This design comes from an exercise in tuning for small area, a short achievable clock period and few clock cycles per item on the open sky130 flow, not from production work.
At most, simulation tests tie the RTL to the original design; equivalence was not proved.
The RTL of run 2 was laid out without a check of its function.
Power and IR drop assume default switching activity.

==> flow/design.v, too long to show whole: its modules and the start of the top module <==
// module yuv2rgb_top: 1707 lines
// module csa_fa: 4 lines
module yuv2rgb_top
(
	input logic CLOCK_50_I,
	input logic resetn,
	input logic in_valid,
	output logic in_ready,
	input logic [7:0] y,
	input logic [7:0] u,
	input logic [7:0] v,
	output logic out_valid,
	input logic out_ready,
	output logic [7:0] r,
	output logic [7:0] g,
	output logic [7:0] b
);
  // ...
==> flow/flow/run.sh <==
#!/bin/bash
# The standard layout (standard.sh: ORFS synthesis to final layout), with one
# change: the buffers that buffer_ports puts on every input and output port are
# plain sky130_fd_sc_hd__buf_2 cells instead of the default (a slow delay
# buffer).  Every port still gets its own buffer; the resizer may resize them.
set -euo pipefail
bash standard.sh "BUFFER_PORTS_ARGS=-buffer_cell sky130_fd_sc_hd__buf_2" finish > flow_standard.log 2>&1
==> flow/standard.sh <==
#!/bin/bash
# synth_recipe.tcl (not shown) runs the flow's synth.tcl, then flattens the netlist and writes it again
# the make line also repeats each setting of config.mk as NAME=value (left out here)
make -C /OpenROAD-flow-scripts/flow DESIGN_CONFIG=/design/flow/config.mk WORK_HOME=/design/flow/orfs CLKGATE_MAP_FILE= SYNTH_SCRIPT=/design/flow/synth_recipe.tcl "${@:-finish}"
==> flow/config.mk <==
export PLATFORM = sky130hd
export DESIGN_NAME = yuv2rgb_top
export DESIGN_NICKNAME = yuv2rgb_top
export VERILOG_FILES = /design/flow/design.v
export SDC_FILE = /design/flow/constraint.sdc
export NUM_CORES = 4
export LEC_CHECK = 0
export ABC_CLOCK_PERIOD_IN_PS = 4000
export CAP_MARGIN = 20
export CORE_MARGIN = 2
export CORE_UTILIZATION = 40
export SETUP_SLACK_MARGIN = 3.5
export SLEW_MARGIN = 20
export SYNTH_HIERARCHICAL = 1
==> flow/constraint.sdc <==
create_clock -name core_clock -period 8.0 [get_ports {CLOCK_50_I}]
set_input_delay 1.6000 -clock core_clock [delete_from_list [all_inputs] [get_ports {CLOCK_50_I}]]
set_output_delay 1.6000 -clock core_clock [all_outputs]
set_load 0.01 [all_outputs]
==> qor.yml, run 1 <==
outcome:
  outcome: "finished clean"
floorplan:
  initial_utilization_pct: 40.6
  io_pins: 54
route:
  met2WireLength_um: 8740
  wl_met1_um: 8220
  highest_layer: "met4"
  drt_first_pass_iters: 4
  drt-wirelength-per-cell_um: 16.5
sta:
  tightestPinTransition_ns: 0.879
  setup_total_negative_slack_ns: 0
  finalHoldViolations: 0
  timing.final.ws_setup_ns: 3.69
  period_needed_ns: 4.31
placement:
  dpl.hpwl_um: 14500
  port_buffers: 53
pwr:
  power.density_mw_per_mm2: 341
  report.power.total_w: 0.00336
hold_path:
  holdPathStages: 1
  worstHoldStart: "a_valid$_DFFE_PN0N_"
cts:
  clock_tree_from_tritoncts: "built"
  cts_resized: 0
  clock_latency_ns: 0.35
synthesis:
  synth_top_family_by_area: "adder cells"
  synthTopCellsByArea: "sky130_fd_sc_hd__fa_1 (35%), sky130_fd_sc_hd__edfxtp_1 (24%), sky130_fd_sc_hd__ha_1 (13%)"
  synth_edf_count: 69
  count_of_yosys_warnings_during_synthesis: 7
  yosys_most_used_dff: "sky130_fd_sc_hd__edfxtp_1"
  synth_cell_types: 60
critical_path:
  critical_path.reg2reg.endpoint: "gq_c[6]$_DFFE_PP_"
  timing.critical_path.depth: 12
  crit_type: "reg -> reg"
  timing.critical_path.arrival_ns: 4.41
grt:
  first_pass_grt_wire_length_um: 29000
  groute.layer.met1.usage_pct: 23.9
layout:
  layout-area-overhead-vs-synth_pct: 16.2
  dominant_cells: "multi-input combinational cells"
  final.fill_count: 1940
Testbench counts, summed over its fixed seeds: cycles 32,016, pixels 32,000.
==> inputs of run 2 (changes only) <==
--- a/flow/design.v
+++ b/flow/design.v
@@ -140,141 +140,141 @@
 	assign p61 = p36 & p37;
 	logic p62;
 	assign p62 = p36 ^ p37;
 	logic p63;
 	assign p63 = p38 & p39;
 	logic p64;
 	assign p64 = p38 ^ p39;
 	logic p65;
-	assign p65 = ~y[1] ^ ~y[0];
+	csa_x px15 (.a(~y[1]), .b(~y[0]), .s(p65));
 	logic p66;
 	assign p66 = ~y[1] & ~y[0];
 	logic p67;
-	assign p67 = ~y[2] ^ p66;
+	csa_x px16 (.a(~y[2]), .b(p66), .s(p67));
 	logic p68;
 	assign p68 = ~y[2] & p66;
 	logic p69;
 	assign p69 = ~y[2] & ~y[1];
 	logic p70;
-	assign p70 = ~y[3] ^ p68;
+	csa_x px17 (.a(~y[3]), .b(p68), .s(p70));
 	logic p71;
 	assign p71 = ~y[3] & ~y[2];
 	logic p72;
 	assign p72 = p71 & p66;
 	logic p73;
 	assign p73 = p71 & ~y[1];
 	logic p74;
-	assign p74 = ~y[4] ^ p72;
+	csa_x px18 (.a(~y[4]), .b(p72), .s(p74));
 	logic p75;
 	assign p75 = ~y[4] & p72;
 	logic p76;
 	assign p76 = ~y[4] & p73;
 	logic p77;
-	assign p77 = ~y[5] ^ p75;
+	csa_x px19 (.a(~y[5]), .b(p75), .s(p77));
 	logic p78;
 	assign p78 = ~y[5] & ~y[4];
 	logic p79;
 	assign p79 = p78 & p72;
 	logic p80;
 	assign p80 = p78 & p73;
 	logic p81;
-	assign p81 = ~y[6] ^ p79;
+	csa_x px20 (.a(~y[6]), .b(p79), .s(p81));
 	logic p82;
 	assign p82 = ~y[6] & p78;
 	logic p83;
 	assign p83 = p82 & p72;
 	logic p84;
 	assign p84 = p82 & p73;
 	logic p85;
-	assign p85 = p46 ^ p83;
+	csa_x px21 (.a(p46), .b(p83), .s(p85));
 	logic p86;
 	assign p86 = p46 & ~y[6];
 	logic p87;
 	assign p87 = p86 & p78;
 	logic p88;
 	assign p88 = p45 | (p87 & p72);
 	logic p89;
 	assign p89 = p87 & p73;
 	logic p90;
-	assign p90 = ~y[1] ^ p88;
+	csa_x px22 (.a(~y[1]), .b(p88), .s(p90));
 	logic p91;
 	assign p91 = y[1] | p88;
 	logic p92;
-	assign p92 = ~p1 ^ p91;
+	csa_x px23 (.a(~p1), .b(p91), .s(p92));
 	logic p93;
 	assign p93 = ~p1 & y[1];
 	logic p94;
 	assign p94 = p93 | (~p1 & p88);
 	logic p95;
 	assign p95 = ~p1 & p89;
 	logic p96;
-	assign p96 = p48 ^ p94;
+	csa_x px24 (.a(p48), .b(p94), .s(p96));
 	logic p97;
 	assign p97 = p47 | (p48 & p93);
 	logic p98;
 	assign p98 = p48 & ~p1;
 	logic p99;
 	assign p99 = p97 | (p98 & p88);
 	logic p100;
 	assign p100 = p98 & p89;
 	logic p101;
-	assign p101 = p7 ^ p99;
+	csa_x px25 (.a(p7), .b(p99), .s(p101));
 	logic p102;
 	assign p102 = p7 & p47;
 	logic p103;
 	assign p103 = p7 & p48;
 	logic p104;
 	assign p104 = p102 | (p103 & p93);
 	logic p105;
 	assign p105 = p103 & ~p1;
 	logic p106;
 	assign p106 = p104 | (p105 & p88);
 	logic p107;
 	assign p107 = p105 & p89;
 	logic p108;
-	assign p108 = p50 ^ p106;
+	csa_x px26 (.a(p50), .b(p106), .s(p108));
 	logic p109;
 	assign p109 = p49 | (p50 & p104);
 	logic p110;
 	assign p110 = p50 & p105;
 	logic p111;
 	assign p111 = p109 | (p110 & p88);
 	logic p112;
 	assign p112 = p110 & p89;
 	logic p113;
-	assign p113 = p52 ^ p111;
+	csa_x px27 (.a(p52), .b(p111), .s(p113));
 	logic p114;
 	assign p114 = p51 | (p52 & p49);
 	logic p115;
 	assign p115 = p52 & p50;
 	logic p116;
 	assign p116 = p114 | (p115 & p104);
 	logic p117;
 	assign p117 = p115 & p105;
 	logic p118;
 	assign p118 = p116 | (p117 & p88);
 	logic p119;
 	assign p119 = p117 & p89;
 	logic p120;
-	assign p120 = p54 ^ p118;
+	csa_x px28 (.a(p54), .b(p118), .s(p120));
 	logic p121;
 	assign p121 = p53 | (p54 & p114);
 	logic p122;
 	assign p122 = p54 & p115;
 	logic p123;
 	assign p123 = p121 | (p122 & p104);
 	logic p124;
 	assign p124 = p122 & p105;
 	logic p125;
 	assign p125 = p123 | (p124 & p88);
 	logic p126;
 	assign p126 = p124 & p89;
 	logic p127;
-	assign p127 = p56 ^ p125;
+	csa_x px29 (.a(p56), .b(p125), .s(p127));
 	logic p128;
 	assign p128 = p55 | (p56 & p53);
 	logic p129;
 	assign p129 = p56 & p54;
 	logic p130;
 	assign p130 = p128 | (p129 & p114);
 	logic p131;
 	assign p131 = p129 & p115;
@@ -282,79 +282,79 @@
 	assign p132 = p130 | (p131 & p104);
 	logic p133;
 	assign p133 = p131 & p105;
 	logic p134;
 	assign p134 = p132 | (p133 & p88);
 	logic p135;
 	assign p135 = p133 & p89;
 	logic p136;
-	assign p136 = p58 ^ p134;
+	csa_x px30 (.a(p58), .b(p134), .s(p136));
 	logic p137;
 	assign p137 = p57 | (p58 & p134);
 	logic p138;
 	assign p138 = p58 & p135;
 	logic p139;
-	assign p139 = p60 ^ p137;
+	csa_x px31 (.a(p60), .b(p137), .s(p139));
 	logic p140;
 	assign p140 = p59 | (p60 & p57);
 	logic p141;
 	assign p141 = p60 & p58;
 	logic p142;
 	assign p142 = p140 | (p141 & p134);
 	logic p143;
 	assign p143 = p141 & p135;
 	logic p144;
-	assign p144 = p35 ^ p142;
+	csa_x px32 (.a(p35), .b(p142), .s(p144));
 	logic p145;
 	assign p145 = p35 & p140;
 	logic p146;
 	assign p146 = p35 & p141;
 	logic p147;
 	assign p147 = p145 | (p146 & p134);
 	logic p148;
 	assign p148 = p146 & p135;
 	logic p149;
-	assign p149 = p62 ^ p147;
+	csa_x px33 (.a(p62), .b(p147), .s(p149));
 	logic p150;
 	assign p150 = p62 & p35;
 	logic p151;
 	assign p151 = p61 | (p150 & p140);
 	logic p152;
 	assign p152 = p150 & p141;
 	logic p153;
 	assign p153 = p151 | (p152 & p134);
 	logic p154;
 	assign p154 = p152 & p135;
 	logic p155;
-	assign p155 = p64 ^ p153;
+	csa_x px34 (.a(p64), .b(p153), .s(p155));
 	logic p156;
 	assign p156 = p63 | (p64 & p151);
 	logic p157;
 	assign p157 = p64 & p152;
 	logic p158;
 	assign p158 = p156 | (p157 & p134);
 	logic p159;
 	assign p159 = p157 & p135;
 	logic p160;
-	assign p160 = p41 ^ p158;
+	csa_x px35 (.a(p41), .b(p158), .s(p160));
 	logic p161;
 	assign p161 = p41 & p63;
 	logic p162;
 	assign p162 = p41 & p64;
 	logic p163;
 	assign p163 = p161 | (p162 & p151);
 	logic p164;
 	assign p164 = p162 & p152;
 	logic p165;
 	assign p165 = p163 | (p164 & p134);
 	logic p166;
 	assign p166 = p164 & p135;
 	logic p167;
-	assign p167 = ~p43 ^ p165;
+	csa_x px36 (.a(~p43), .b(p165), .s(p167));
 	logic p168;
 	assign p168 = ~p43 & p161;
 	logic p169;
 	assign p169 = ~p43 & p162;
 	logic p170;
 	assign p170 = p168 | (p169 & p151);
 	logic p171;
 	assign p171 = p169 & p152;
@@ -670,91 +670,91 @@
 	assign n173 = n167 | (n168 & n171);
 	logic n174;
 	assign n174 = n168 & n172;
 	logic n175;
 	assign n175 = n163 | (n164 & n173);
 	logic n176;
 	assign n176 = n164 & n174;
 	logic n177;
-	assign n177 = n81 ^ n175;
+	csa_x nx46 (.a(n81), .b(n175), .s(n177));
 	logic n178;
 	assign n178 = n81 & n175;
 	logic n179;
 	assign n179 = n81 & n176;
 	logic n180;
-	assign n180 = n142 ^ n178;
+	csa_x nx47 (.a(n142), .b(n178), .s(n180));
 	logic n181;
 	assign n181 = n142 & n81;
 	logic n182;
 	assign n182 = n141 | (n181 & n175);
 	logic n183;
 	assign n183 = n181 & n176;
 	logic n184;
-	assign n184 = n97 ^ n182;
+	csa_x nx48 (.a(n97), .b(n182), .s(n184));
 	logic n185;
 	assign n185 = n97 & n141;
 	logic n186;
 	assign n186 = n97 & n181;
 	logic n187;
 	assign n187 = n185 | (n186 & n175);
 	logic n188;
 	assign n188 = n186 & n176;
 	logic n189;
-	assign n189 = n144 ^ n187;
+	csa_x nx49 (.a(n144), .b(n187), .s(n189));
 	logic n190;
 	assign n190 = n144 & n97;
 	logic n191;
 	assign n191 = n143 | (n190 & n141);
 	logic n192;
 	assign n192 = n190 & n181;
 	logic n193;
 	assign n193 = n191 | (n192 & n175);
 	logic n194;
 	assign n194 = n192 & n176;
 	logic n195;
-	assign n195 = n146 ^ n193;
+	csa_x nx50 (.a(n146), .b(n193), .s(n195));
 	logic n196;
 	assign n196 = n145 | (n146 & n191);
 	logic n197;
 	assign n197 = n146 & n192;
 	logic n198;
 	assign n198 = n196 | (n197 & n175);
 	logic n199;
 	assign n199 = n197 & n176;
 	logic n200;
-	assign n200 = n148 ^ n198;
+	csa_x nx51 (.a(n148), .b(n198), .s(n200));
 	logic n201;
 	assign n201 = n147 | (n148 & n145);
 	logic n202;
 	assign n202 = n148 & n146;
 	logic n203;
 	assign n203 = n201 | (n202 & n191);
 	logic n204;
 	assign n204 = n202 & n192;
 	logic n205;
 	assign n205 = n203 | (n204 & n175);
 	logic n206;
 	assign n206 = n204 & n176;
 	logic n207;
-	assign n207 = n150 ^ n205;
+	csa_x nx52 (.a(n150), .b(n205), .s(n207));
 	logic n208;
 	assign n208 = n149 | (n150 & n201);
 	logic n209;
 	assign n209 = n150 & n202;
 	logic n210;
 	assign n210 = n208 | (n209 & n191);
 	logic n211;
 	assign n211 = n209 & n192;
 	logic n212;
 	assign n212 = n210 | (n211 & n175);
 	logic n213;
 	assign n213 = n211 & n176;
 	logic n214;
-	assign n214 = n152 ^ n212;
+	csa_x nx53 (.a(n152), .b(n212), .s(n214));
 	logic n215;
 	assign n215 = n151 | (n152 & n149);
 	logic n216;
 	assign n216 = n152 & n150;
 	logic n217;
 	assign n217 = n215 | (n216 & n201);
 	logic n218;
 	assign n218 = n216 & n202;
@@ -762,293 +762,293 @@
 	assign n219 = n217 | (n218 & n191);
 	logic n220;
 	assign n220 = n218 & n192;
 	logic n221;
 	assign n221 = n219 | (n220 & n175);
 	logic n222;
 	assign n222 = n220 & n176;
 	logic n223;
-	assign n223 = ~n119 ^ n221;
+	csa_x nx54 (.a(~n119), .b(n221), .s(n223));
 	logic n224;
 	assign n224 = ~n119 & n219;
 	logic n225;
 	assign n225 = ~n119 & n220;
 	logic n226;
 	assign n226 = n224 | (n225 & n175);
 	logic n227;
 	assign n227 = n225 & n176;
 	logic n228;
-	assign n228 = ~n120 ^ n226;
+	csa_x nx55 (.a(~n120), .b(n226), .s(n228));
 	logic n229;
 	assign n229 = n120 | (~n119 & n219);
 	logic n230;
 	assign n230 = ~n119 & n220;
 	logic n231;
 	assign n231 = n229 | (n230 & n175);
 	logic n232;
 	assign n232 = n230 & n176;
 	logic n233;
-	assign n233 = 1'b1 ^ n231;
+	csa_x nx56 (.a(1'b1), .b(n231), .s(n233));
 	logic n234;
 	assign n234 = n120 | (~n119 & n219);
 	logic n235;
 	assign n235 = ~n119 & n220;
 	logic n236;
 	assign n236 = n234 | (n235 & n175);
 	logic n237;
 	assign n237 = n235 & n176;
 	logic n238;
 	logic n239;
-	csa_fa nfa46 (.a(~ypa[1]), .b(ua[0]), .c(va[3]), .s(n238), .co(n239));
+	csa_fa nfa57 (.a(~ypa[1]), .b(ua[0]), .c(va[3]), .s(n238), .co(n239));
 	logic n240;
 	logic n241;
-	csa_fa nfa47 (.a(ua[1]), .b(ua[0]), .c(va[4]), .s(n240), .co(n241));
+	csa_fa nfa58 (.a(ua[1]), .b(ua[0]), .c(va[4]), .s(n240), .co(n241));
 	logic n242;
 	logic n243;
-	csa_fa nfa48 (.a(~ypa[2]), .b(n240), .c(n239), .s(n242), .co(n243));
+	csa_fa nfa59 (.a(~ypa[2]), .b(n240), .c(n239), .s(n242), .co(n243));
 	logic n244;
 	logic n245;
-	csa_fa nfa49 (.a(ua[2]), .b(ua[1]), .c(va[5]), .s(n244), .co(n245));
+	csa_fa nfa60 (.a(ua[2]), .b(ua[1]), .c(va[5]), .s(n244), .co(n245));
 	logic n246;
 	logic n247;
-	csa_fa nfa50 (.a(va[0]), .b(n241), .c(n244), .s(n246), .co(n247));
+	csa_fa nfa61 (.a(va[0]), .b(n241), .c(n244), .s(n246), .co(n247));
 	logic n248;
 	logic n249;
-	csa_fa nfa51 (.a(~ypa[3]), .b(n246), .c(n243), .s(n248), .co(n249));
+	csa_fa nfa62 (.a(~ypa[3]), .b(n246), .c(n243), .s(n248), .co(n249));
 	logic n250;
 	assign n250 = ~ypa[4] ^ ua[3];
 	logic n251;
 	assign n251 = ~ypa[4] | ua[3];
 	logic n252;
 	logic n253;
-	csa_fa nfa52 (.a(ua[2]), .b(va[6]), .c(va[1]), .s(n252), .co(n253));
+	csa_fa nfa63 (.a(ua[2]), .b(va[6]), .c(va[1]), .s(n252), .co(n253));
 	logic n254;
 	logic n255;
-	csa_fa nfa53 (.a(~n250), .b(n245), .c(n252), .s(n254), .co(n255));
+	csa_fa nfa64 (.a(~n250), .b(n245), .c(n252), .s(n254), .co(n255));
 	logic n256;
 	assign n256 = n247 ^ n254;
 	logic n257;
 	assign n257 = n247 & n254;
 	logic n258;
 	logic n259;
-	csa_fa nfa54 (.a(ua[4]), .b(ua[3]), .c(va[7]), .s(n258), .co(n259));
+	csa_fa nfa65 (.a(ua[4]), .b(ua[3]), .c(va[7]), .s(n258), .co(n259));
 	logic n260;
 	logic n261;
-	csa_fa nfa55 (.a(~ypa[5]), .b(va[2]), .c(n251), .s(n260), .co(n261));
+	csa_fa nfa66 (.a(~ypa[5]), .b(va[2]), .c(n251), .s(n260), .co(n261));
 	logic n262;
 	logic n263;
-	csa_fa nfa56 (.a(n253), .b(n258), .c(n260), .s(n262), .co(n263));
+	csa_fa nfa67 (.a(n253), .b(n258), .c(n260), .s(n262), .co(n263));
 	logic n264;
 	logic n265;
-	csa_fa nfa57 (.a(n255), .b(n257), .c(n262), .s(n264), .co(n265));
+	csa_fa nfa68 (.a(n255), .b(n257), .c(n262), .s(n264), .co(n265));
 	logic n266;
 	assign n266 = ~ypa[6] ^ ua[5];
 	logic n267;
 	assign n267 = ~ypa[6] | ua[5];
 	logic n268;
 	logic n269;
-	csa_fa nfa58 (.a(ua[4]), .b(va[3]), .c(n259), .s(n268), .co(n269));
+	csa_fa nfa69 (.a(ua[4]), .b(va[3]), .c(n259), .s(n268), .co(n269));
 	logic n270;
 	logic n271;
-	csa_fa nfa59 (.a(~n266), .b(n261), .c(n268), .s(n270), .co(n271));
+	csa_fa nfa70 (.a(~n266), .b(n261), .c(n268), .s(n270), .co(n271));
 	logic n272;
 	assign n272 = n263 ^ n270;
 	logic n273;
 	assign n273 = n263 & n270;
 	logic n274;
 	assign n274 = ~ypa[7] ^ ua[6];
 	logic n275;
 	assign n275 = ~ypa[7] | ua[6];
 	logic n276;
 	logic n277;
-	csa_fa nfa60 (.a(ua[5]), .b(va[4]), .c(n267), .s(n276), .co(n277));
+	csa_fa nfa71 (.a(ua[5]), .b(va[4]), .c(n267), .s(n276), .co(n277));
 	logic n278;
 	logic n279;
-	csa_fa nfa61 (.a(~n274), .b(n276), .c(n269), .s(n278), .co(n279));
+	csa_fa nfa72 (.a(~n274), .b(n276), .c(n269), .s(n278), .co(n279));
 	logic n280;
 	assign n280 = n271 ^ n278;
 	logic n281;
 	assign n281 = n271 & n278;
 	logic n282;
 	logic n283;
-	csa_fa nfa62 (.a(ua[7]), .b(ua[6]), .c(ua[0]), .s(n282), .co(n283));
+	csa_fa nfa73 (.a(ua[7]), .b(ua[6]), .c(ua[0]), .s(n282), .co(n283));
 	logic n284;
 	logic n285;
-	csa_fa nfa63 (.a(~ypa[8]), .b(va[5]), .c(n275), .s(n284), .co(n285));
+	csa_fa nfa74 (.a(~ypa[8]), .b(va[5]), .c(n275), .s(n284), .co(n285));
 	logic n286;
 	logic n287;
-	csa_fa nfa64 (.a(n282), .b(n277), .c(n284), .s(n286), .co(n287));
+	csa_fa nfa75 (.a(n282), .b(n277), .c(n284), .s(n286), .co(n287));
 	logic n288;
 	assign n288 = n279 ^ n286;
 	logic n289;
 	assign n289 = n279 & n286;
 	logic n290;
 	logic n291;
-	csa_fa nfa65 (.a(ua[7]), .b(ua[1]), .c(va[6]), .s(n290), .co(n291));
+	csa_fa nfa76 (.a(ua[7]), .b(ua[1]), .c(va[6]), .s(n290), .co(n291));
 	logic n292;
 	logic n293;
-	csa_fa nfa66 (.a(~ypa[9]), .b(n283), .c(n290), .s(n292), .co(n293));
+	csa_fa nfa77 (.a(~ypa[9]), .b(n283), .c(n290), .s(n292), .co(n293));
 	logic n294;
 	logic n295;
-	csa_fa nfa67 (.a(n285), .b(n292), .c(n287), .s(n294), .co(n295));
+	csa_fa nfa78 (.a(n285), .b(n292), .c(n287), .s(n294), .co(n295));
 	logic n296;
 	logic n297;
-	csa_fa nfa68 (.a(ua[2]), .b(va[7]), .c(va[0]), .s(n296), .co(n297));
+	csa_fa nfa79 (.a(ua[2]), .b(va[7]), .c(va[0]), .s(n296), .co(n297));
 	logic n298;
 	logic n299;
-	csa_fa nfa69 (.a(~ypa[10]), .b(n291), .c(n296), .s(n298), .co(n299));
+	csa_fa nfa80 (.a(~ypa[10]), .b(n291), .c(n296), .s(n298), .co(n299));
 	logic n300;
 	assign n300 = n293 ^ n298;
 	logic n301;
 	assign n301 = n293 & n298;
 	logic n302;
 	logic n303;
-	csa_fa nfa70 (.a(ua[3]), .b(ua[0]), .c(va[1]), .s(n302), .co(n303));
+	csa_fa nfa81 (.a(ua[3]), .b(ua[0]), .c(va[1]), .s(n302), .co(n303));
 	logic n304;
 	logic n305;
-	csa_fa nfa71 (.a(~ypa[11]), .b(n297), .c(n302), .s(n304), .co(n305));
+	csa_fa nfa82 (.a(~ypa[11]), .b(n297), .c(n302), .s(n304), .co(n305));
 	logic n306;
 	logic n307;
-	csa_fa nfa72 (.a(n299), .b(n304), .c(n301), .s(n306), .co(n307));
+	csa_fa nfa83 (.a(n299), .b(n304), .c(n301), .s(n306), .co(n307));
 	logic n308;
 	logic n309;
-	csa_fa nfa73 (.a(ua[4]), .b(ua[1]), .c(ua[0]), .s(n308), .co(n309));
+	csa_fa nfa84 (.a(ua[4]), .b(ua[1]), .c(ua[0]), .s(n308), .co(n309));
 	logic n310;
 	logic n311;
-	csa_fa nfa74 (.a(~ypa[12]), .b(va[2]), .c(va[0]), .s(n310), .co(n311));
+	csa_fa nfa85 (.a(~ypa[12]), .b(va[2]), .c(va[0]), .s(n310), .co(n311));
 	logic n312;
 	logic n313;
-	csa_fa nfa75 (.a(n303), .b(n308), .c(n310), .s(n312), .co(n313));
+	csa_fa nfa86 (.a(n303), .b(n308), .c(n310), .s(n312), .co(n313));
 	logic n314;
 	assign n314 = n305 ^ n312;
 	logic n315;
 	assign n315 = n305 & n312;
 	logic n316;
 	assign n316 = ~ypa[13] ^ ua[5];
 	logic n317;
 	assign n317 = ~ypa[13] | ua[5];
 	logic n318;
 	logic n319;
-	csa_fa nfa76 (.a(ua[2]), .b(ua[1]), .c(va[3]), .s(n318), .co(n319));
+	csa_fa nfa87 (.a(ua[2]), .b(ua[1]), .c(va[3]), .s(n318), .co(n319));
 	logic n320;
 	logic n321;
-	csa_fa nfa77 (.a(va[1]), .b(va[0]), .c(n309), .s(n320), .co(n321));
+	csa_fa nfa88 (.a(va[1]), .b(va[0]), .c(n309), .s(n320), .co(n321));
 	logic n322;
 	logic n323;
-	csa_fa nfa78 (.a(~n316), .b(n318), .c(n311), .s(n322), .co(n323));
+	csa_fa nfa89 (.a(~n316), .b(n318), .c(n311), .s(n322), .co(n323));
 	logic n324;
 	logic n325;
-	csa_fa nfa79 (.a(n320), .b(n313), .c(n322), .s(n324), .co(n325));
+	csa_fa nfa90 (.a(n320), .b(n313), .c(n322), .s(n324), .co(n325));
 	logic n326;
 	logic n327;
-	csa_fa nfa80 (.a(ua[6]), .b(ua[3]), .c(ua[2]), .s(n326), .co(n327));
+	csa_fa nfa91 (.a(ua[6]), .b(ua[3]), .c(ua[2]), .s(n326), .co(n327));
 	logic n328;
 	logic n329;
-	csa_fa nfa81 (.a(va[4]), .b(va[2]), .c(va[1]), .s(n328), .co(n329));
+	csa_fa nfa92 (.a(va[4]), .b(va[2]), .c(va[1]), .s(n328), .co(n329));
 	logic n330;
 	logic n331;
-	csa_fa nfa82 (.a(n317), .b(n319), .c(n326), .s(n330), .co(n331));
+	csa_fa nfa93 (.a(n317), .b(n319), .c(n326), .s(n330), .co(n331));
 	logic n332;
 	logic n333;
-	csa_fa nfa83 (.a(~ypa[14]), .b(n328), .c(n321), .s(n332), .co(n333));
+	csa_fa nfa94 (.a(~ypa[14]), .b(n328), .c(n321), .s(n332), .co(n333));
 	logic n334;
 	logic n335;
-	csa_fa nfa84 (.a(n330), .b(n323), .c(n332), .s(n334), .co(n335));
+	csa_fa nfa95 (.a(n330), .b(n323), .c(n332), .s(n334), .co(n335));
 	logic n336;
 	logic n337;
-	csa_fa nfa85 (.a(ua[7]), .b(ua[4]), .c(ua[3]), .s(n336), .co(n337));
+	csa_fa nfa96 (.a(ua[7]), .b(ua[4]), .c(ua[3]), .s(n336), .co(n337));
 	logic n338;
 	logic n339;
-	csa_fa nfa86 (.a(va[5]), .b(va[3]), .c(va[2]), .s(n338), .co(n339));
+	csa_fa nfa97 (.a(va[5]), .b(va[3]), .c(va[2]), .s(n338), .co(n339));
 	logic n340;
 	logic n341;
-	csa_fa nfa87 (.a(n327), .b(n329), .c(n336), .s(n340), .co(n341));
+	csa_fa nfa98 (.a(n327), .b(n329), .c(n336), .s(n340), .co(n341));
 	logic n342;
 	logic n343;
-	csa_fa nfa88 (.a(n338), .b(n331), .c(n340), .s(n342), .co(n343));
+	csa_fa nfa99 (.a(n338), .b(n331), .c(n340), .s(n342), .co(n343));
 	logic n344;
 	logic n345;
-	csa_fa nfa89 (.a(~ypa[15]), .b(n333), .c(n342), .s(n344), .co(n345));
+	csa_fa nfa100 (.a(~ypa[15]), .b(n333), .c(n342), .s(n344), .co(n345));
 	logic n346;
 	logic n347;
-	csa_fa nfa90 (.a(ua[5]), .b(ua[4]), .c(va[6]), .s(n346), .co(n347));
+	csa_fa nfa101 (.a(ua[5]), .b(ua[4]), .c(va[6]), .s(n346), .co(n347));
 	logic n348;
 	logic n349;
-	csa_fa nfa91 (.a(~ypa[16]), .b(va[4]), .c(va[3]), .s(n348), .co(n349));
+	csa_fa nfa102 (.a(~ypa[16]), .b(va[4]), .c(va[3]), .s(n348), .co(n349));
 	logic n350;
 	logic n351;
-	csa_fa nfa92 (.a(n337), .b(n339), .c(n346), .s(n350), .co(n351));
+	csa_fa nfa103 (.a(n337), .b(n339), .c(n346), .s(n350), .co(n351));
 	logic n352;
 	logic n353;
-	csa_fa nfa93 (.a(n348), .b(n341), .c(n350), .s(n352), .co(n353));
+	csa_fa nfa104 (.a(n348), .b(n341), .c(n350), .s(n352), .co(n353));
 	logic n354;
 	assign n354 = n343 ^ n352;
 	logic n355;
 	assign n355 = n343 & n352;
 	logic n356;
 	assign n356 = ~ypa[17] ^ ua[6];
 	logic n357;
 	assign n357 = ~ypa[17] | ua[6];
 	logic n358;
 	logic n359;
-	csa_fa nfa94 (.a(ua[5]), .b(va[7]), .c(va[5]), .s(n358), .co(n359));
+	csa_fa nfa105 (.a(ua[5]), .b(va[7]), .c(va[5]), .s(n358), .co(n359));
 	logic n360;
 	logic n361;
-	csa_fa nfa95 (.a(va[4]), .b(n347), .c(n358), .s(n360), .co(n361));
+	csa_fa nfa106 (.a(va[4]), .b(n347), .c(n358), .s(n360), .co(n361));
 	logic n362;
 	logic n363;
-	csa_fa nfa96 (.a(n349), .b(n351), .c(n360), .s(n362), .co(n363));
+	csa_fa nfa107 (.a(n349), .b(n351), .c(n360), .s(n362), .co(n363));
 	logic n364;
 	logic n365;
-	csa_fa nfa97 (.a(~n356), .b(n353), .c(n362), .s(n364), .co(n365));
+	csa_fa nfa108 (.a(~n356), .b(n353), .c(n362), .s(n364), .co(n365));
 	logic n366;
 	assign n366 = ~ypa[18] ^ ua[7];
 	logic n367;
 	assign n367 = ~ypa[18] | ua[7];
 	logic n368;
 	logic n369;
-	csa_fa nfa98 (.a(ua[6]), .b(va[6]), .c(va[5]), .s(n368), .co(n369));
+	csa_fa nfa109 (.a(ua[6]), .b(va[6]), .c(va[5]), .s(n368), .co(n369));
 	logic n370;
 	logic n371;
-	csa_fa nfa99 (.a(n357), .b(n359), .c(n368), .s(n370), .co(n371));
+	csa_fa nfa110 (.a(n357), .b(n359), .c(n368), .s(n370), .co(n371));
 	logic n372;
 	logic n373;
-	csa_fa nfa100 (.a(~n366), .b(n361), .c(n370), .s(n372), .co(n373));
+	csa_fa nfa111 (.a(~n366), .b(n361), .c(n370), .s(n372), .co(n373));
 	logic n374;
 	assign n374 = n363 ^ n372;
 	logic n375;
 	assign n375 = n363 & n372;
 	logic n376;
 	assign n376 = ~ypa[19] ^ ua[7];
 	logic n377;
 	assign n377 = ~ypa[19] | ua[7];
 	logic n378;
 	logic n379;
-	csa_fa nfa101 (.a(va[7]), .b(va[6]), .c(n367), .s(n378), .co(n379));
+	csa_fa nfa112 (.a(va[7]), .b(va[6]), .c(n367), .s(n378), .co(n379));
 	logic n380;
 	logic n381;
-	csa_fa nfa102 (.a(~n376), .b(n369), .c(n378), .s(n380), .co(n381));
+	csa_fa nfa113 (.a(~n376), .b(n369), .c(n378), .s(n380), .co(n381));
 	logic n382;
 	logic n383;
-	csa_fa nfa103 (.a(n371), .b(n380), .c(n373), .s(n382), .co(n383));
+	csa_fa nfa114 (.a(n371), .b(n380), .c(n373), .s(n382), .co(n383));
 	logic n384;
 	assign n384 = ~ypa[20] ^ va[7];
 	logic n385;
 	assign n385 = ~ypa[20] | va[7];
 	logic n386;
 	logic n387;
-	csa_fa nfa104 (.a(n377), .b(~n384), .c(n379), .s(n386), .co(n387));
+	csa_fa nfa115 (.a(n377), .b(~n384), .c(n379), .s(n386), .co(n387));
 	logic n388;
 	assign n388 = n381 ^ n386;
 	logic n389;
 	assign n389 = n381 & n386;
 	logic n390;
 	logic n391;
-	csa_fa nfa105 (.a(~ypa[21]), .b(n385), .c(n387), .s(n390), .co(n391));
+	csa_fa nfa116 (.a(~ypa[21]), .b(n385), .c(n387), .s(n390), .co(n391));
 	logic n392;
 	assign n392 = ~ypa[22] ^ n391;
 	logic n393;
 	assign n393 = ~ypa[22] | n391;
 	logic n394;
 	assign n394 = ~ypa[0] & va[2];
 	logic n395;
 	assign n395 = ~ypa[0] | va[2];
@@ -1164,95 +1164,95 @@
 	assign n450 = n442 | (n445 & n449);
 	logic n451;
 	assign n451 = n445 & n447;
 	logic n452;
 	assign n452 = n440 | (n441 & n450);
 	logic n453;
 	assign n453 = n441 & n451;
 	logic n454;
-	assign n454 = n413 ^ n452;
+	csa_x nx117 (.a(n413), .b(n452), .s(n454));
 	logic n455;
 	assign n455 = n412 | (n413 & n452);
 	logic n456;
 	assign n456 = n413 & n453;
 	logic n457;
-	assign n457 = n415 ^ n455;
+	csa_x nx118 (.a(n415), .b(n455), .s(n457));
 	logic n458;
 	assign n458 = n414 | (n415 & n412);
 	logic n459;
 	assign n459 = n415 & n413;
 	logic n460;
 	assign n460 = n458 | (n459 & n452);
 	logic n461;
 	assign n461 = n459 & n453;
 	logic n462;
-	assign n462 = n417 ^ n460;
+	csa_x nx119 (.a(n417), .b(n460), .s(n462));
 	logic n463;
 	assign n463 = n416 | (n417 & n458);
 	logic n464;
 	assign n464 = n417 & n459;
 	logic n465;
 	assign n465 = n463 | (n464 & n452);
 	logic n466;
 	assign n466 = n464 & n453;
 	logic n467;
-	assign n467 = n419 ^ n465;
+	csa_x nx120 (.a(n419), .b(n465), .s(n467));
 	logic n468;
 	assign n468 = n418 | (n419 & n416);
 	logic n469;
 	assign n469 = n419 & n417;
 	logic n470;
 	assign n470 = n468 | (n469 & n458);
 	logic n471;
 	assign n471 = n469 & n459;
 	logic n472;
 	assign n472 = n470 | (n471 & n452);
 	logic n473;
 	assign n473 = n471 & n453;
 	logic n474;
-	assign n474 = n421 ^ n472;
+	csa_x nx121 (.a(n421), .b(n472), .s(n474));
 	logic n475;
 	assign n475 = n420 | (n421 & n470);
 	logic n476;
 	assign n476 = n421 & n471;
 	logic n477;
 	assign n477 = n475 | (n476 & n452);
 	logic n478;
 	assign n478 = n476 & n453;
 	logic n479;
-	assign n479 = n423 ^ n477;
+	csa_x nx122 (.a(n423), .b(n477), .s(n479));
 	logic n480;
 	assign n480 = n422 | (n423 & n420);
 	logic n481;
 	assign n481 = n423 & n421;
 	logic n482;
 	assign n482 = n480 | (n481 & n470);
 	logic n483;
 	assign n483 = n481 & n471;
 	logic n484;
 	assign n484 = n482 | (n483 & n452);
 	logic n485;
 	assign n485 = n483 & n453;
 	logic n486;
-	assign n486 = n425 ^ n484;
+	csa_x nx123 (.a(n425), .b(n484), .s(n486));
 	logic n487;
 	assign n487 = n424 | (n425 & n480);
 	logic n488;
 	assign n488 = n425 & n481;
 	logic n489;
 	assign n489 = n487 | (n488 & n470);
 	logic n490;
 	assign n490 = n488 & n471;
 	logic n491;
 	assign n491 = n489 | (n490 & n452);
 	logic n492;
 	assign n492 = n490 & n453;
 	logic n493;
-	assign n493 = n427 ^ n491;
+	csa_x nx124 (.a(n427), .b(n491), .s(n493));
 	logic n494;
 	assign n494 = n426 | (n427 & n424);
 	logic n495;
 	assign n495 = n427 & n425;
 	logic n496;
 	assign n496 = n494 | (n495 & n480);
 	logic n497;
 	assign n497 = n495 & n481;
@@ -1260,191 +1260,191 @@
 	assign n498 = n496 | (n497 & n470);
 	logic n499;
 	assign n499 = n497 & n471;
 	logic n500;
 	assign n500 = n498 | (n499 & n452);
 	logic n501;
 	assign n501 = n499 & n453;
 	logic n502;
-	assign n502 = ~n392 ^ n500;
+	csa_x nx125 (.a(~n392), .b(n500), .s(n502));
 	logic n503;
 	assign n503 = ~n392 & n498;
 	logic n504;
 	assign n504 = ~n392 & n499;
 	logic n505;
 	assign n505 = n503 | (n504 & n452);
 	logic n506;
 	assign n506 = n504 & n453;
 	logic n507;
-	assign n507 = n393 ^ n505;
+	csa_x nx126 (.a(n393), .b(n505), .s(n507));
 	logic n508;
 	assign n508 = n393 & ~n392;
 	logic n509;
 	assign n509 = n508 & n498;
 	logic n510;
 	assign n510 = n508 & n499;
 	logic n511;
 	assign n511 = n509 | (n510 & n452);
 	logic n512;
 	assign n512 = n510 & n453;
 	logic n513;
-	assign n513 = 1'b1 ^ n511;
+	csa_x nx127 (.a(1'b1), .b(n511), .s(n513));
 	logic n514;
 	assign n514 = n508 & n498;
 	logic n515;
 	assign n515 = n508 & n499;
 	logic n516;
 	assign n516 = n514 | (n515 & n452);
 	logic n517;
 	assign n517 = n515 & n453;
 	logic n518;
 	assign n518 = ypa[0] ^ ~ua[2];
 	logic n519;
 	assign n519 = ypa[0] | ~ua[2];
 	logic n520;
 	logic n521;
-	csa_fa nfa106 (.a(~ypa[1]), .b(ua[3]), .c(ua[1]), .s(n520), .co(n521));
+	csa_fa nfa128 (.a(~ypa[1]), .b(ua[3]), .c(ua[1]), .s(n520), .co(n521));
 	logic n522;
 	logic n523;
-	csa_fa nfa107 (.a(~ypa[2]), .b(ua[4]), .c(ua[2]), .s(n522), .co(n523));
+	csa_fa nfa129 (.a(~ypa[2]), .b(ua[4]), .c(ua[2]), .s(n522), .co(n523));
 	logic n524;
 	logic n525;
-	csa_fa nfa108 (.a(~ypa[3]), .b(ua[5]), .c(ua[3]), .s(n524), .co(n525));
+	csa_fa nfa130 (.a(~ypa[3]), .b(ua[5]), .c(ua[3]), .s(n524), .co(n525));
 	logic n526;
 	logic n527;
-	csa_fa nfa109 (.a(~ua[0]), .b(n523), .c(n524), .s(n526), .co(n527));
+	csa_fa nfa131 (.a(~ua[0]), .b(n523), .c(n524), .s(n526), .co(n527));
 	logic n528;
 	assign n528 = ypa[4] ^ ~ua[6];
 	logic n529;
 	assign n529 = ypa[4] | ~ua[6];
 	logic n530;
 	logic n531;
-	csa_fa nfa110 (.a(ua[4]), .b(n528), .c(n525), .s(n530), .co(n531));
+	csa_fa nfa132 (.a(ua[4]), .b(n528), .c(n525), .s(n530), .co(n531));
 	logic n532;
 	logic n533;
-	csa_fa nfa111 (.a(~ua[1]), .b(n530), .c(n527), .s(n532), .co(n533));
+	csa_fa nfa133 (.a(~ua[1]), .b(n530), .c(n527), .s(n532), .co(n533));
 	logic n534;
 	assign n534 = ypa[5] ^ ~ua[7];
 	logic n535;
 	assign n535 = ypa[5] | ~ua[7];
 	logic n536;
 	logic n537;
-	csa_fa nfa112 (.a(~ua[5]), .b(ua[2]), .c(ua[0]), .s(n536), .co(n537));
+	csa_fa nfa134 (.a(~ua[5]), .b(ua[2]), .c(ua[0]), .s(n536), .co(n537));
 	logic n538;
 	logic n539;
-	csa_fa nfa113 (.a(n529), .b(~n534), .c(n536), .s(n538), .co(n539));
+	csa_fa nfa135 (.a(n529), .b(~n534), .c(n536), .s(n538), .co(n539));
 	logic n540;
 	assign n540 = ~n531 ^ n538;
 	logic n541;
 	assign n541 = ~n531 & n538;
 	logic n542;
 	assign n542 = ypa[6] ^ ~ua[6];
 	logic n543;
 	assign n543 = ypa[6] | ~ua[6];
 	logic n544;
 	logic n545;
-	csa_fa nfa114 (.a(ua[3]), .b(ua[1]), .c(n535), .s(n544), .co(n545));
+	csa_fa nfa136 (.a(ua[3]), .b(ua[1]), .c(n535), .s(n544), .co(n545));
 	logic n546;
 	logic n547;
-	csa_fa nfa115 (.a(~n542), .b(n537), .c(n544), .s(n546), .co(n547));
+	csa_fa nfa137 (.a(~n542), .b(n537), .c(n544), .s(n546), .co(n547));
 	logic n548;
 	logic n549;
-	csa_fa nfa116 (.a(n539), .b(n546), .c(n541), .s(n548), .co(n549));
+	csa_fa nfa138 (.a(n539), .b(n546), .c(n541), .s(n548), .co(n549));
 	logic n550;
 	logic n551;
-	csa_fa nfa117 (.a(ypa[7]), .b(ua[4]), .c(ua[2]), .s(n550), .co(n551));
+	csa_fa nfa139 (.a(ypa[7]), .b(ua[4]), .c(ua[2]), .s(n550), .co(n551));
 	logic n552;
 	logic n553;
-	csa_fa nfa118 (.a(~ua[7]), .b(n543), .c(n550), .s(n552), .co(n553));
+	csa_fa nfa140 (.a(~ua[7]), .b(n543), .c(n550), .s(n552), .co(n553));
 	logic n554;
 	logic n555;
-	csa_fa nfa119 (.a(n545), .b(n552), .c(n547), .s(n554), .co(n555));
+	csa_fa nfa141 (.a(n545), .b(n552), .c(n547), .s(n554), .co(n555));
 	logic n556;
 	assign n556 = ypa[8] ^ ua[5];
 	logic n557;
 	assign n557 = ypa[8] | ua[5];
 	logic n558;
 	logic n559;
-	csa_fa nfa120 (.a(ua[3]), .b(ua[0]), .c(n551), .s(n558), .co(n559));
+	csa_fa nfa142 (.a(ua[3]), .b(ua[0]), .c(n551), .s(n558), .co(n559));
 	logic n560;
 	logic n561;
-	csa_fa nfa121 (.a(~n556), .b(n558), .c(n553), .s(n560), .co(n561));
+	csa_fa nfa143 (.a(~n556), .b(n558), .c(n553), .s(n560), .co(n561));
 	logic n562;
 	assign n562 = ypa[9] ^ ua[6];
 	logic n563;
 	assign n563 = ypa[9] | ua[6];
 	logic n564;
 	logic n565;
-	csa_fa nfa122 (.a(ua[4]), .b(ua[1]), .c(n557), .s(n564), .co(n565));
+	csa_fa nfa144 (.a(ua[4]), .b(ua[1]), .c(n557), .s(n564), .co(n565));
 	logic n566;
 	logic n567;
-	csa_fa nfa123 (.a(~n562), .b(n564), .c(n559), .s(n566), .co(n567));
+	csa_fa nfa145 (.a(~n562), .b(n564), .c(n559), .s(n566), .co(n567));
 	logic n568;
 	logic n569;
-	csa_fa nfa124 (.a(ypa[10]), .b(ua[7]), .c(ua[5]), .s(n568), .co(n569));
+	csa_fa nfa146 (.a(ypa[10]), .b(ua[7]), .c(ua[5]), .s(n568), .co(n569));
 	logic n570;
 	logic n571;
-	csa_fa nfa125 (.a(ua[2]), .b(n563), .c(n568), .s(n570), .co(n571));
+	csa_fa nfa147 (.a(ua[2]), .b(n563), .c(n568), .s(n570), .co(n571));
 	logic n572;
 	assign n572 = n565 ^ n570;
 	logic n573;
 	assign n573 = n565 & n570;
 	logic n574;
 	logic n575;
-	csa_fa nfa126 (.a(ypa[11]), .b(ua[6]), .c(ua[3]), .s(n574), .co(n575));
+	csa_fa nfa148 (.a(ypa[11]), .b(ua[6]), .c(ua[3]), .s(n574), .co(n575));
 	logic n576;
 	logic n577;
-	csa_fa nfa127 (.a(n569), .b(n574), .c(n571), .s(n576), .co(n577));
+	csa_fa nfa149 (.a(n569), .b(n574), .c(n571), .s(n576), .co(n577));
 	logic n578;
 	logic n579;
-	csa_fa nfa128 (.a(ypa[12]), .b(ua[7]), .c(ua[4]), .s(n578), .co(n579));
+	csa_fa nfa150 (.a(ypa[12]), .b(ua[7]), .c(ua[4]), .s(n578), .co(n579));
 	logic n580;
 	assign n580 = n575 ^ n578;
 	logic n581;
 	assign n581 = n575 & n578;
 	logic n582;
 	logic n583;
-	csa_fa nfa129 (.a(ypa[13]), .b(ua[5]), .c(n579), .s(n582), .co(n583));
+	csa_fa nfa151 (.a(ypa[13]), .b(ua[5]), .c(n579), .s(n582), .co(n583));
 	logic n584;
 	assign n584 = ypa[14] ^ ua[6];
 	logic n585;
 	assign n585 = ypa[14] | ua[6];
 	logic n586;
 	assign n586 = ypa[15] ^ ua[7];
 	logic n587;
 	assign n587 = ypa[15] | ua[7];
 	logic n588;
 	logic n589;
-	csa_fa nfa130 (.a(ua[0]), .b(n585), .c(~n586), .s(n588), .co(n589));
+	csa_fa nfa152 (.a(ua[0]), .b(n585), .c(~n586), .s(n588), .co(n589));
 	logic n590;
 	logic n591;
-	csa_fa nfa131 (.a(ypa[16]), .b(ua[1]), .c(n587), .s(n590), .co(n591));
+	csa_fa nfa153 (.a(ypa[16]), .b(ua[1]), .c(n587), .s(n590), .co(n591));
 	logic n592;
 	assign n592 = ypa[17] ^ ua[2];
 	logic n593;
 	assign n593 = ypa[17] | ua[2];
 	logic n594;
 	logic n595;
-	csa_fa nfa132 (.a(ypa[18]), .b(ua[3]), .c(n593), .s(n594), .co(n595));
+	csa_fa nfa154 (.a(ypa[18]), .b(ua[3]), .c(n593), .s(n594), .co(n595));
 	logic n596;
 	assign n596 = ypa[19] ^ ua[4];
 	logic n597;
 	assign n597 = ypa[19] | ua[4];
 	logic n598;
 	assign n598 = ypa[20] ^ ua[5];
 	logic n599;
 	assign n599 = ypa[20] | ua[5];
 	logic n600;
 	assign n600 = ypa[21] ^ ua[6];
 	logic n601;
 	assign n601 = ypa[21] | ua[6];
 	logic n602;
 	logic n603;
-	csa_fa nfa133 (.a(ypa[22]), .b(ua[7]), .c(n601), .s(n602), .co(n603));
+	csa_fa nfa155 (.a(ypa[22]), .b(ua[7]), .c(n601), .s(n602), .co(n603));
 	logic n604;
 	assign n604 = ~ua[0] & ~n518;
 	logic n605;
 	assign n605 = ~ua[0] | ~n518;
 	logic n606;
 	assign n606 = n519 & ~n520;
 	logic n607;
 	assign n607 = n519 | ~n520;
@@ -1558,93 +1558,93 @@
 	assign n661 = n654 | (n655 & n659);
 	logic n662;
 	assign n662 = n655 & n660;
 	logic n663;
 	assign n663 = n649 | (n650 & n661);
 	logic n664;
 	assign n664 = n650 & n662;
 	logic n665;
-	assign n665 = n627 ^ n663;
+	csa_x nx156 (.a(n627), .b(n663), .s(n665));
 	logic n666;
 	assign n666 = n626 | (n627 & n663);
 	logic n667;
 	assign n667 = n627 & n664;
 	logic n668;
-	assign n668 = n588 ^ n666;
+	csa_x nx157 (.a(n588), .b(n666), .s(n668));
 	logic n669;
 	assign n669 = n588 & n626;
 	logic n670;
 	assign n670 = n588 & n627;
 	logic n671;
 	assign n671 = n669 | (n670 & n663);
 	logic n672;
 	assign n672 = n670 & n664;
 	logic n673;
-	assign n673 = n629 ^ n671;
+	csa_x nx158 (.a(n629), .b(n671), .s(n673));
 	logic n674;
 	assign n674 = n628 | (n629 & n669);
 	logic n675;
 	assign n675 = n629 & n670;
 	logic n676;
 	assign n676 = n674 | (n675 & n663);
 	logic n677;
 	assign n677 = n675 & n664;
 	logic n678;
-	assign n678 = n631 ^ n676;
+	csa_x nx159 (.a(n631), .b(n676), .s(n678));
 	logic n679;
 	assign n679 = n630 | (n631 & n628);
 	logic n680;
 	assign n680 = n631 & n629;
 	logic n681;
 	assign n681 = n679 | (n680 & n669);
 	logic n682;
 	assign n682 = n680 & n670;
 	logic n683;
 	assign n683 = n681 | (n682 & n663);
 	logic n684;
 	assign n684 = n682 & n664;
 	logic n685;
-	assign n685 = n594 ^ n683;
+	csa_x nx160 (.a(n594), .b(n683), .s(n685));
 	logic n686;
 	assign n686 = n594 & n681;
 	logic n687;
 	assign n687 = n594 & n682;
 	logic n688;
 	assign n688 = n686 | (n687 & n663);
 	logic n689;
 	assign n689 = n687 & n664;
 	logic n690;
-	assign n690 = n633 ^ n688;
+	csa_x nx161 (.a(n633), .b(n688), .s(n690));
 	logic n691;
 	assign n691 = n633 & n594;
 	logic n692;
 	assign n692 = n632 | (n691 & n681);
 	logic n693;
 	assign n693 = n691 & n682;
 	logic n694;
 	assign n694 = n692 | (n693 & n663);
 	logic n695;
 	assign n695 = n693 & n664;
 	logic n696;
-	assign n696 = n635 ^ n694;
+	csa_x nx162 (.a(n635), .b(n694), .s(n696));
 	logic n697;
 	assign n697 = n634 | (n635 & n632);
 	logic n698;
 	assign n698 = n635 & n691;
 	logic n699;
 	assign n699 = n697 | (n698 & n681);
 	logic n700;
 	assign n700 = n698 & n682;
 	logic n701;
 	assign n701 = n699 | (n700 & n663);
 	logic n702;
 	assign n702 = n700 & n664;
 	logic n703;
-	assign n703 = n637 ^ n701;
+	csa_x nx163 (.a(n637), .b(n701), .s(n703));
 	logic n704;
 	assign n704 = n636 | (n637 & n634);
 	logic n705;
 	assign n705 = n637 & n635;
 	logic n706;
 	assign n706 = n704 | (n705 & n632);
 	logic n707;
 	assign n707 = n705 & n691;
@@ -1652,37 +1652,37 @@
 	assign n708 = n706 | (n707 & n681);
 	logic n709;
 	assign n709 = n707 & n682;
 	logic n710;
 	assign n710 = n708 | (n709 & n663);
 	logic n711;
 	assign n711 = n709 & n664;
 	logic n712;
-	assign n712 = n602 ^ n710;
+	csa_x nx164 (.a(n602), .b(n710), .s(n712));
 	logic n713;
 	assign n713 = n602 & n708;
 	logic n714;
 	assign n714 = n602 & n709;
 	logic n715;
 	assign n715 = n713 | (n714 & n663);
 	logic n716;
 	assign n716 = n714 & n664;
 	logic n717;
-	assign n717 = ~n603 ^ n715;
+	csa_x nx165 (.a(~n603), .b(n715), .s(n717));
 	logic n718;
 	assign n718 = n603 | (n602 & n708);
 	logic n719;
 	assign n719 = n602 & n709;
 	logic n720;
 	assign n720 = n718 | (n719 & n663);
 	logic n721;
 	assign n721 = n719 & n664;
 	logic n722;
-	assign n722 = 1'b1 ^ n720;
+	csa_x nx166 (.a(1'b1), .b(n720), .s(n722));
 	logic n723;
 	assign n723 = n603 | (n602 & n708);
 	logic n724;
 	assign n724 = n602 & n709;
 	logic n725;
 	assign n725 = n723 | (n724 & n663);
 	logic n726;
 	assign n726 = n724 & n664;
@@ -1707,8 +1707,11 @@
 	assign r = rq_s ? 8'd0 : rq_o ? 8'd255 : rq_c;
 	assign g = gq_s ? 8'd0 : gq_o ? 8'd255 : gq_c;
 	assign b = bq_s ? 8'd0 : bq_o ? 8'd255 : bq_c;
 endmodule
 module csa_fa (input logic a, input logic b, input logic c, output logic s, output logic co);
 	assign s = a ^ b ^ c;
 	assign co = (a & b) | (a & c) | (b & c);
 endmodule
+module csa_x (input logic a, input logic b, output logic s);
+	assign s = a ^ b;
+endmodule
==> qor.yml, run 2 <==
sta:
  slew-limit-headroom_pct: 38.6
  finalHoldViolations: 0  # unchanged
  period_needed_ns: 4.37  # +0.0565 ns
  setup_total_negative_slack_ns: 0  # unchanged
  grt_setup_unrepaired: "yes"
  maxSlewViolCount: 0
  finClkSkew_ns: 0.0117
  tightestPinTransition_ns: 0.921  # +0.0414 ns
  period_share_pct: 54.6
  setup_viol: 0
  timing.fmax_mhz: 229
placement:
  port_buffers: 53  # unchanged
  finalWeightedCongestion: 0.909
  dpl.hpwl_um: 14300  # -1.3%
  post-place-cells: 1052
cts:
  cts.reportedPaths.clkPinSlew_ns: 0.06
  clk_path_buf_depth: 2
  clock_tree_from_tritoncts: "built"
  clock_tree.htree_level_count: 3
  numCtsBuffers: 9
  clock_latency_ns: 0.35  # about the same
  cts.sinks: 71
  root_buffer: "sky130_fd_sc_hd__clkbuf_16"
layout:
  final_cells: 1116
  layout_common_cells: "sky130_fd_sc_hd__fa_1 (143), sky130_fd_sc_hd__inv_1 (125), sky130_fd_sc_hd__ha_1 (84)"
  layout_cells_sized_above_1_pct: 17.8
  num-nets-final: 1097
  final.fill_count: 1987  # +2.4%
  layout-area-overhead-vs-synth_pct: 16.6
  n_antenna_cell: 0
  largest_register_ff_count: 23
  finalCoreUtilization_pct: 47.3
  largest_register: "ypa"
  leading_cell_type_in_the_layout_fill_and_taps_excluded: "sky130_fd_sc_hd__fa_1"
synthesis:
  syn-instance-count: 725
  yosys_most_used_dff: "sky130_fd_sc_hd__edfxtp_1"
  post_synth_fa_ha_maj_area_fraction_pct: 47.4
  synth_top_cell_by_area: "sky130_fd_sc_hd__fa_1"
  count_of_yosys_warnings_during_synthesis: 7  # unchanged
  synth_cell_types: 59  # -1.7%
  synth_seq_area_share_pct: 25.0
  synth.mux.area_fraction_pct: 0
  ys_top_cells_by_count: "sky130_fd_sc_hd__fa_1 (147), sky130_fd_sc_hd__inv_1 (125), sky130_fd_sc_hd__ha_1 (86), sky130_fd_sc_hd__edfxtp_1 (69), sky130_fd_sc_hd__nor2_1 (67)"
  synth.top_cell.area_share_pct: 34.6
  syn_area_mm2: 0.00850
  ys_ff_latch: 71
  synth_top_family_by_area: "adder cells"
  synthesis.area_per_instance_um2: 11.7
  synth-xor-area-share_pct: 5.77
  synth_area_in_compound_gates_pct: 8.57
  post_synthesis_share_of_cell_area_spent_on_and_or_nand_and_nor_gates_pct: 7.44
  synthTopCellsByArea: "sky130_fd_sc_hd__fa_1 (35%), sky130_fd_sc_hd__edfxtp_1 (24%), sky130_fd_sc_hd__ha_1 (13%)"
  yosys.cell_count.top_type: "sky130_fd_sc_hd__fa_1"
  async_set_or_reset_register_ratio_after_synthesis_pct: 2.82
  synth_edf_count: 69  # unchanged
critical_path:
  worstSetupStartpointType: "flop"
  slowest_delay_ns: 0.56
  worst-path-buf-inv: 1
  critPathMaxFanout: 4
  crit_chain: "buf_6 > fa_2 > fa_1 > fa_2 > fa_1 > ha_4 > a31o_2 > a21o_1 > a21o_1 > a21o_1 > a21oi_2 > a21oi_1 > xor2_1 > or2_2"
  crit_type: "reg -> reg"
  crit_required_ns: 8.10
  path_common_cell: "sky130_fd_sc_hd__a21o_1"
  cp_top_family: "adder cells"
  kind_of_end_point_of_the_critical_path: "flop"
  timing.reg2reg.setup_slack_ns: 3.63
  slowest_stage: "sky130_fd_sc_hd__fa_1"
  timing.critical_path.arrival_ns: 4.47  # +0.06 ns
route:
  post_drt_via_cell_ratio: 4.92
  first_iter_violations: 256
  vias: 5492
  drt_first_pass_iters: 4  # unchanged
  drc_errors: 0
  ant_nets: 0
  wirelength_um: 18400
  drt-wirelength-per-cell_um: 16.5  # -0.16%
grt:
  grt_use_total_pct: 18.3
  first_pass_grt_wire_length_um: 30500  # +5.2%
  antenna_found_initial: 0
  globalRoute.totalOverflow: 0
  grt_start_max_net_pins: 40
  first_global_vias: 5857
floorplan:
  rows: 53
  die_area_mm2: 0.0224
  initial_utilization_pct: 40.5  # -0.045 points
  io_pins: 54  # unchanged
  die_w_um: 150
  die-height_um: 150
  design.core.area_mm2: 0.0210
outcome:
  outcome: "finished clean"
job:
  cap_viol_max_count: 0
pwr:
  irDropWorstVdd_v: 0.000205
  power.density_mw_per_mm2: 350  # +2.9%
  power_leakage_nw: 4.50
hold_path:
  holdCritPathClass: "reg -> reg"
## run 2: per-layer routing
layer	part of all wire, %	wire length (µm)	track usage, %
met1	43	7970	23.7
met2	49	9070	30.4
met3	5.1	932	3.63
met4	2.5	456	6.84
met5	0	0	0
## run 2: worst reg2reg max path, stage by stage, from the launching register on
cell and delay [ns]:
sky130_fd_sc_hd__edfxtp_1 0.47, sky130_fd_sc_hd__buf_6 0.18, sky130_fd_sc_hd__fa_2 0.34, sky130_fd_sc_hd__fa_1 0.53, sky130_fd_sc_hd__fa_2 0.39, sky130_fd_sc_hd__fa_1 0.56
sky130_fd_sc_hd__ha_4 0.22, sky130_fd_sc_hd__a31o_2 0.20, sky130_fd_sc_hd__a21o_1 0.17, sky130_fd_sc_hd__a21o_1 0.17, sky130_fd_sc_hd__a21o_1 0.20, sky130_fd_sc_hd__a21oi_2 0.15
sky130_fd_sc_hd__a21oi_1 0.10, sky130_fd_sc_hd__xor2_1 0.16, sky130_fd_sc_hd__or2_2 0.27
## run 2: modules after synthesis (local to each module, per instance)
module / flip-flops and latches / copies in the design / cells inside / area, µm²
yuv2rgb_top: 71 / 1 / 523 / 5070
csa_fa: 0 / 147 / 1 / 20.0
csa_x: 0 / 55 / 1 / 8.76
## run 2: layout make-up
class                      instances  area, µm²  share of cell area (%)
clock buffer                       9        225                    2.27
inverter                         125        469                    4.74
sequential                        71       2120                    21.4
clock inverter                     7       63.8                   0.644
tap                              275        344                    3.47
multi-input combinational        525       5970                    60.2
timing repair buffer             104        714                    7.21
## run 2: cells by family after synthesis
family / after synthesis
compound gates: 98
fa+ha+maj: 234
xor+xnor: 56
other cells: 1
simple gates: 134
buf+inv: 131
flops: 71
## run 2: what timing repair did
item / in CTS / in global routing
hold buffers: 0 / 0
buffers inserted: 38 / 10
resized for setup: 3 / 16
endpoints found under the setup margin: 13 / 8
pin swaps: 0 / 7
## run 2: where the power goes
group	leakage [nW]	switching [W]	internal, W
Sequential	0.682	0.0000846	0.000660
Clock	0.140	0.000165	0.000239
Combinational	3.68	0.00125	0.00107
## run 2: path summary, 6_finish.rpt
path                                         endpoint  cells after the start                 from
worst max-delay path                   rq_o$_DFFE_PP_                     14      va[5]$_DFFE_PP_
worst min-delay path            out_valid$_DFFE_PN0P_                      1  a_valid$_DFFE_PN0N_
worst max register to register         rq_o$_DFFE_PP_                     14      va[5]$_DFFE_PP_
worst min register to register  out_valid$_DFFE_PN0P_                      1  a_valid$_DFFE_PN0N_
max in group asynchronous         a_valid$_DFFE_PN0N_                      1               resetn
min in group asynchronous       out_valid$_DFFE_PN0P_                      1               resetn
## run 2: stage by stage
stage          hold slack, ns  setup slack, ns  total power [W]  cell area, µm²
2_1_floorplan           0.449             3.53          0.00246            8500
3_3_place_gp            0.482             3.16          0.00293            9110
3_5_place_dp            0.483             3.07          0.00296            9110
4_1_cts                 0.501             3.52          0.00343            9770
5_1_grt                 0.529             3.43          0.00385            9910
6_report                0.495             3.63          0.00347            9910

re-timing with driven ports:
The results above use ideal ports. As a check the final layouts listed here were re-extracted and re-timed, cells and wires unchanged. Step 1 assumes that a clkbuf_16 drives the clock port and a buf_2 every other input. Step 2 moves the port delays by t, midway between the first and last clock arrival at a register: inputs arrive t later, outputs are due t later. That takes back most of the time a late clock gives input paths. Slacks: no drivers / after step 1 / after step 2; pairs: no drivers / after step 1.
| run | t, ns | setup slack, ns | latest minus earliest clock arrival (ns) | worst slew at a driven data input, ns | pins driven straight from the clock port |
|---|---|---|---|---|---|
| run 1 | 0.390 | 3.689 / 3.689 / 3.348 | 0.006 / 0.006 | 0.04 | 1 |
| run 2 | 0.393 | 3.632 / 3.632 / 3.312 | 0.011 / 0.012 | 0.03 | 1 |
After both steps every run listed still meets setup and hold. For run 1, which loses most, drivers alone change the setup slack by 0.000 ns; drivers and shift together by -0.341 ns.
